Context: an optimization exercise on an open-source flow, tuned for small area. The choices shown serve that exercise and are no tape-out recipe.
Only simulation tests tie the RTL to the original design; equivalence was not proved.
Power and IR drop assume default switching activity.

==> flow/design.v (excerpt) <==
module ex_stage
(
    input  logic        clock,
    input  logic        reset,
    input  logic [31:0] d1_in,
    input  logic [31:0] d2_in,
    input  logic [4:0]  rd_in,
    input  logic [31:0] imm_in,
    input  logic [31:0] ctrl_in,
    input  logic [31:0] pc_in,
    output logic        branch,
    output logic [31:0] branch_target,
    output logic        stall,
    output logic [31:0] result_out,
    output logic [31:0] store_data_out,
    output logic [4:0]  rd_out,
    output logic        mem_read_out,
    output logic        mem_write_out,
    output logic        reg_write_out,
    output logic [2:0]  mem_size_out
);
    logic [3:0]  alu_op;
    logic [2:0]  funct3;
    logic        use_imm, br, jal, jalr, lui, auipc, mem_read, mem_write, reg_write;
    logic        muldiv, valid;
    assign alu_op    = ctrl_in[3:0];
    assign funct3    = ctrl_in[6:4];
    assign use_imm   = ctrl_in[7];
    assign br        = ctrl_in[8];
    assign jal       = ctrl_in[9];
    assign jalr      = ctrl_in[10];
    assign lui       = ctrl_in[11];
    assign auipc     = ctrl_in[12];
    assign mem_read  = ctrl_in[13];
    assign mem_write = ctrl_in[14];
    assign reg_write = ctrl_in[15];
    assign muldiv    = ctrl_in[16];
    assign valid     = ctrl_in[31];
    logic [5:0]  cnt_q;
    logic [31:0] res_q, st_q;
    logic [31:0] op_b;
    logic        sub, lt_sgn, alu_mode, x_pc, pc_link, y_alu;
    logic [32:0] ax, ay, sum, p, g;
    logic        ainv, co;
    logic        xs_hi, xs_hish, xs_lo31, x_top, ys_a, ys_b, ys_hi, ys_lo, y_top, md_inv;
    logic        md_shift;
    logic [31:0] md_hi_d, md_lo_d;
    assign op_b     = use_imm ? imm_in : d2_in;
    assign sub      = br | (alu_op == ex_pkg::ALU_SUB) | (alu_op == ex_pkg::ALU_SLT)
                    | (alu_op == ex_pkg::ALU_SLTU);
    assign lt_sgn   = br ? ~funct3[1] : (alu_op == ex_pkg::ALU_SLT);
    assign alu_mode = ~muldiv & ~lui & ~jal & ~jalr & ~auipc;
    assign x_pc     = ~muldiv & (jal | jalr | auipc);
    assign pc_link  = ~muldiv & (jal | jalr);      
    assign y_alu    = ~muldiv & ~jal & ~jalr;      
    always_comb begin
        for (int i = 0; i < 32; i++) begin
  ...
Size in the first run: ~280 I/O pins, ~13000 um2 of cells after synthesis.
Settings: LEC_CHECK=0, ABC_AREA=1, CAP_MARGIN=20, CORE_MARGIN=2, CORE_UTILIZATION=40, SLEW_MARGIN=20, SYNTH_HIERARCHICAL=1; clock period 7.0 ns.
standard.sh (not shown) runs the stock make flow with config.mk's settings and CLKGATE_MAP_FILE= SYNTH_SCRIPT=/design/flow/synth_recipe.tcl, a recipe that flattens the netlist after the stock synthesis.
==> flow/flow/run.sh <==
#!/bin/bash
# The standard layout, with the smallest buffer (buf_1) on every port
# instead of the default delay buffer; repair upsizes it where needed.
set -euo pipefail
bash standard.sh "BUFFER_PORTS_ARGS=-buffer_cell sky130_fd_sc_hd__buf_1" GPL_KEEP_OVERFLOW=0 finish > make_finish.log 2>&1
The starting point passed the timing, DRC and antenna checks.
Change:
==> flow/flow/run.sh (replaced) <==
#!/bin/bash
# The standard layout with two changes:
#  - synthesis maps with flow/abc.script (area-oriented mapping) in place of
#    ORFS's abc script; the rest of synth_recipe.tcl is unchanged;
#  - the smallest buffer (buf_1) on every port instead of the default delay
#    buffer; repair upsizes it where needed.
# Each tool's output stays in orfs/logs; make's own output goes to make_finish.log.
set -euo pipefail
here=$(pwd)
{
  head -n 1 synth_recipe.tcl
  cat <<EOT
proc abc {args} {
  set i [lsearch -exact \$args -script]
  if {\$i >= 0} { set args [lreplace \$args \$i [expr {\$i + 1}] -script $here/flow/abc.script] }
  yosys abc {*}\$args
}
EOT
  tail -n +2 synth_recipe.tcl
} > own_synth.tcl
bash standard.sh "SYNTH_SCRIPT=$here/own_synth.tcl" \
  "BUFFER_PORTS_ARGS=-buffer_cell sky130_fd_sc_hd__buf_1" finish > make_finish.log 2>&1
==> flow/flow/abc.script (new file) <==
strash
&get -n
&fraig -x
&put
scorr
dc2
dch -f
amap
topo
dnsize -c
--- a/flow/config.mk
+++ b/flow/config.mk
@@ -11,3 +11,2 @@
 export CORE_UTILIZATION = 40
 export SLEW_MARGIN = 20
-export SYNTH_HIERARCHICAL = 1
After rerunning: This time the run ran to the end with violations: negative setup slack. Register-to-register slack gets worse by 0.60 ns. Clock-buffer cell count grows by 4. Combinational power went up by about 10%. Cell area rose by 4.6%. Worst setup slack got worse by 1.7 ns. Worst hold slack gets better by 0.047 ns.
Change:
==> flow/flow/abc.script (replaced) <==
strash
dch -f
amap
topo
dnsize -c
--- a/flow/config.mk
+++ b/flow/config.mk
@@ -11,2 +11,3 @@
 export CORE_UTILIZATION = 40
 export SLEW_MARGIN = 20
+export SYNTH_HIERARCHICAL = 1
- The new run ran to the end with violations: negative setup slack
- cell count climbs by 8.7%
- cell area is about the same
- non-clock buffer count shrinks by 52
- register-to-register slack gains 0.34 ns
- power came out lower by 1.4%
- via count grows by 2.8%
- global-route usage goes down by 2.0 points
- area after synthesis goes up by 6.9%
- clock-buffer cell count went down by 4
- sequential share of layout area hardly moves

---

ex_stage again, from the RTL that the note above started with.
Settings: LEC_CHECK=0, ABC_AREA=1, CAP_MARGIN=0, CORE_MARGIN=2, CORE_UTILIZATION=40, SLEW_MARGIN=0, SYNTH_HIERARCHICAL=1; clock period 7.0 ns.
==> flow/flow/run.sh <==
#!/bin/bash
# The standard layout, with the smallest buffer (buf_1) on every port
# instead of the default delay buffer; repair upsizes it where needed.
set -euo pipefail
bash standard.sh "BUFFER_PORTS_ARGS=-buffer_cell sky130_fd_sc_hd__buf_1" finish > make_finish.log 2>&1
The starting point ran to the end with no violations.
Rerun with:
- CAP_MARGIN: 0 -> 20
- SLEW_MARGIN: 0 -> 20
=>
- The new run passed the timing, DRC and antenna checks
- critical path depth went up by 7
- cell count is about the same
- worst setup slack is better by 0.068 ns
- design area hardly moves
- clock skew hardly moves
- flip-flop and latch count is unchanged
- worst hold slack hardly moves
- clock-buffer cell count stays the same
- non-clock buffer count climbs by 3
Rerun with:
==> flow/flow/run.sh (replaced) <==
#!/bin/bash
# The standard layout with two changes:
#  - synthesis (hierarchical, as config.mk sets) maps the adder modules
#    (ex_add) with ORFS's own abc script, and every other module with
#    flow/abc_small.script (area-oriented amap, then buffering and sizing);
#    the rest of synth_recipe.tcl is unchanged;
#  - the smallest buffer (buf_1) on every port instead of the default delay
#    buffer; repair upsizes it where needed;
#  - timing-driven placement keeps none of its trial repairs
#    (GPL_KEEP_OVERFLOW=0); the later repair steps fix what is needed.
# Each tool's output stays in orfs/logs; make's own output goes to make_finish.log.
set -euo pipefail
here=$(pwd)
{
  head -n 1 synth_recipe.tcl
  cat <<EOT
proc abc {args} {
  set i [lsearch -exact \$args -script]
  yosys abc {*}\$args *ex_add*
  yosys abc {*}[lreplace \$args \$i [expr {\$i + 1}] -script $here/flow/abc_small.script] *ex_add* %n
}
EOT
  tail -n +2 synth_recipe.tcl
} > own_synth.tcl
bash standard.sh "SYNTH_SCRIPT=$here/own_synth.tcl" \
  "BUFFER_PORTS_ARGS=-buffer_cell sky130_fd_sc_hd__buf_1" GPL_KEEP_OVERFLOW=0 finish > make_finish.log 2>&1
==> flow/flow/abc_small.script (new file) <==
strash
&get -n
&fraig -x
&put
scorr
dc2
dch -f
amap
topo
stime -c
buffer -c
upsize -c
dnsize -c
After rerunning: The new run produced a layout that fails on negative setup slack; routed wire length is lower by a few percent; power is higher by a few percent; cell area decreases by a few percent; cell count is lower by about a fifth.

==> static timing again, ports no longer ideal <==
No port has a modelled driver above. Below, the same layouts with a new extraction and two added sets of constraints. Step 1 (the two cells are an assumption about what drives the block):
set clk [get_ports {clock}]
set_driving_cell -lib_cell sky130_fd_sc_hd__clkbuf_16 $clk
set_driving_cell -lib_cell sky130_fd_sc_hd__buf_2 [delete_from_list [all_inputs] $clk]
Step 2 moves the port delays by t, midway between the first and last clock arrival at a register: inputs arrive t later, outputs are due t later. That takes back most of the time a late clock gives input paths. Three values: ideal, step 1, step 2; two values: the first two.
run | t (ns) | setup slack, ns | hold slack, ns | worst setup path at the end | slew at the worst register clock pin (ns)
the first run of note 1 | 0.412 | 0.123 / 0.089 / -0.015 | 0.537 / 0.537 / 0.537 | input to register | 0.08 / 0.08
the second run of note 1 | 0.395 | -1.561 / -1.609 / -1.609 | 0.584 / 0.584 / 0.584 | input to output | 0.07 / 0.07
the third run of note 1 | 0.409 | -1.130 / -1.184 / -1.184 | 0.506 / 0.506 / 0.506 | input to output | 0.08 / 0.08
the first run of note 2 | 0.415 | 0.152 / 0.131 / 0.131 | 0.528 / 0.528 / 0.528 | input to output | 0.08 / 0.08
the second run of note 2 | 0.410 | 0.220 / 0.197 / 0.197 | 0.529 / 0.529 / 0.529 | input to output | 0.08 / 0.08
the third run of note 2 | 0.405 | -0.177 / -0.340 / -0.340 | 0.524 / 0.524 / 0.524 | input to output | 0.08 / 0.08
Met with ideal ports but missed after step 2: setup timing in the first run of note 1. For the third run of note 2, which loses most, drivers alone change the setup slack by -0.163 ns; drivers and shift together by -0.163 ns.
